This is an optimization exercise on Yosys and OpenROAD, whose aim is a short achievable clock period and few clock cycles, not a production implementation.
Function was checked by simulation only, so behaviour that the tests miss may differ from the original.

// vm16_top
module vm16_top (
    input  logic        clk,
    input  logic        reset,
    input  logic        prog_we,
    input  logic [5:0]  prog_addr,
    input  logic [15:0] prog_data,
    input  logic        run,
    output logic        halted,
    output logic        wb_valid,
    output logic [2:0]  wb_index,
    output logic [15:0] wb_data
);
    vm16_core core_i (
        .clk(clk), .reset(reset), .prog_we(prog_we), .prog_addr(prog_addr),
        .prog_data(prog_data), .run(run), .halted(halted), .wb_valid(wb_valid),
        .wb_index(wb_index), .wb_data(wb_data)
    );
endmodule
==> flow/config.mk <==
export PLATFORM = sky130hd
export DESIGN_NAME = vm16_top
export DESIGN_NICKNAME = vm16_top
export VERILOG_FILES = /design/flow/design.v
export SDC_FILE = /design/flow/constraint.sdc
export NUM_CORES = 4
export LEC_CHECK = 0
export CAP_MARGIN = 20
export CORE_MARGIN = 2
export CORE_UTILIZATION = 40
export CTS_CLUSTER_DIAMETER = 100
export CTS_CLUSTER_SIZE = 30
export SLEW_MARGIN = 20
==> flow/constraint.sdc <==
create_clock -name core_clock -period 11.0 [get_ports {clk}]
set_input_delay 2.2000 -clock core_clock [delete_from_list [all_inputs] [get_ports {clk}]]
set_output_delay 2.2000 -clock core_clock [all_outputs]
set_load 0.01 [all_outputs]
standard.sh (not shown) runs the stock make flow with config.mk's settings and CLKGATE_MAP_FILE= SYNTH_SCRIPT=/design/flow/synth_recipe.tcl, a recipe that flattens the netlist after the stock synthesis.
==> flow/flow/run.sh <==
#!/bin/bash
# Standard ORFS layout, with two changes:
#  - timing repair aims well past the clock period (SETUP_SLACK_MARGIN), so the
#    resizer keeps working on the critical paths;
#  - after placement, the flip-flop that drives each output port's buffer is
#    moved next to that buffer (flow/outflops.tcl) and the placement legalised.
set -euo pipefail
MARGIN=8
RES=orfs/results/$FLOW_PLATFORM/vm16_top/base
bash standard.sh SETUP_SLACK_MARGIN=$MARGIN place > std_place.log 2>&1
PLACE_ODB=$RES/3_place.odb openroad -no_init -exit flow/outflops.tcl > outflops.log 2>&1
bash standard.sh SETUP_SLACK_MARGIN=$MARGIN finish > std_finish.log 2>&1
==> flow/flow/outflops.tcl <==
# Move the flip-flop that drives each output port's buffer next to that
# buffer, then legalise. Reads and writes the placed design in place.
set db_file $::env(PLACE_ODB)
read_db $db_file
set block [ord::get_db_block]
set moved 0
foreach bterm [$block getBTerms] {
  if {[$bterm getIoType] ne "OUTPUT"} { continue }
  set net [$bterm getNet]
  set buf ""
  foreach it [$net getITerms] {
    if {[$it isOutputSignal]} { set buf [$it getInst] }
  }
  if {$buf eq ""} { continue }
  # the buffer's input net and its driver
  set drv ""
  foreach it [$buf getITerms] {
    if {[$it isInputSignal]} {
      set n2 [$it getNet]
      foreach it2 [$n2 getITerms] {
        if {[$it2 isOutputSignal]} { set drv [$it2 getInst] }
      }
    }
  }
  if {$drv eq ""} { continue }
  set master [[$drv getMaster] getName]
  if {![string match "*df*" $master]} {
    puts "skip [$bterm getName]: driver [$drv getName] is $master"
    continue
  }
  set loc [$buf getLocation]
  set bx [lindex $loc 0]; set by [lindex $loc 1]
  # toward the die centre by a few microns
  set die [$block getDieArea]
  set cx [expr {([$die xMin] + [$die xMax]) / 2}]
  set cy [expr {([$die yMin] + [$die yMax]) / 2}]
  set dx [expr {$cx > $bx ? 4000 : -4000}]
  set dy [expr {$cy > $by ? 2720 : -2720}]
  $drv setLocation [expr {$bx + $dx}] [expr {$by + $dy}]
  incr moved
  puts "moved [$drv getName] ($master) next to [$buf getName] for [$bterm getName]"
}
puts "moved $moved flip-flops"
detailed_placement
check_placement -verbose
write_db $db_file
The first run produced a clean layout.
Testbench counts at the start, summed over its fixed seeds: cycles 47,880.
Change:
==> flow/flow/run.sh (replaced) <==
#!/bin/bash
# Standard ORFS layout, with three changes:
#  - timing repair aims well past the clock period (SETUP_SLACK_MARGIN), so the
#    resizer keeps working on the critical paths;
#  - after placement, the flip-flop that drives each output port's buffer is
#    moved next to that buffer (flow/outflops.tcl) and the placement legalised;
#  - the clock tree is built with a finer wire unit and larger sink clusters,
#    which gives a shallower tree (lower insertion delay for every register).
set -euo pipefail
MARGIN=8
CTS="-sink_clustering_enable -repair_clock_nets -sink_clustering_size 20 -sink_clustering_max_diameter 60 -wire_unit 5"
RES=orfs/results/$FLOW_PLATFORM/vm16_top/base
bash standard.sh SETUP_SLACK_MARGIN=$MARGIN place > std_place.log 2>&1
PLACE_ODB=$RES/3_place.odb openroad -no_init -exit flow/outflops.tcl > outflops.log 2>&1
bash standard.sh SETUP_SLACK_MARGIN=$MARGIN "CTS_ARGS=$CTS" finish > std_finish.log 2>&1
--- a/flow/config.mk
+++ b/flow/config.mk
@@ -9,5 +9,3 @@
 export CORE_MARGIN = 2
-export CORE_UTILIZATION = 40
-export CTS_CLUSTER_DIAMETER = 100
-export CTS_CLUSTER_SIZE = 30
+export CORE_UTILIZATION = 65
 export SLEW_MARGIN = 20
The changed run ran to the end with no violations.
First-iteration DRC count goes up by 3.6%.
Setup slack is better by 130 ps.
Register-to-register slack is worse by 160 ps.
Wire length goes down by 1.7%.
Die area goes down by 38%.

## static timing again, ports no longer ideal
Ports are ideal in the flow. The routed layouts listed here were re-timed in OpenROAD.
Step 1 sets driving cells, clkbuf_16 on the clock port and buf_2 on the other inputs (assumed; they add their load-dependent delay and slew).
Step 2 also shifts input and output timing later by t, the mid clock arrival at the registers, as if the neighbouring blocks saw the same clock.
Slacks: ideal ports / drivers / drivers and shift; pairs: ideal ports / drivers.
run	t, ns	setup WS [ns]	slew at the worst register clock pin (ns)
the first run	1.030	7.346 / 7.238 / 7.169	0.12 / 0.12
the second run	0.903	7.479 / 7.381 / 7.358	0.09 / 0.09
After both steps setup and hold are still met in every run listed. The setup slack of the first run, which loses most, moves by -0.108 ns with the drivers and by -0.177 ns with both steps.
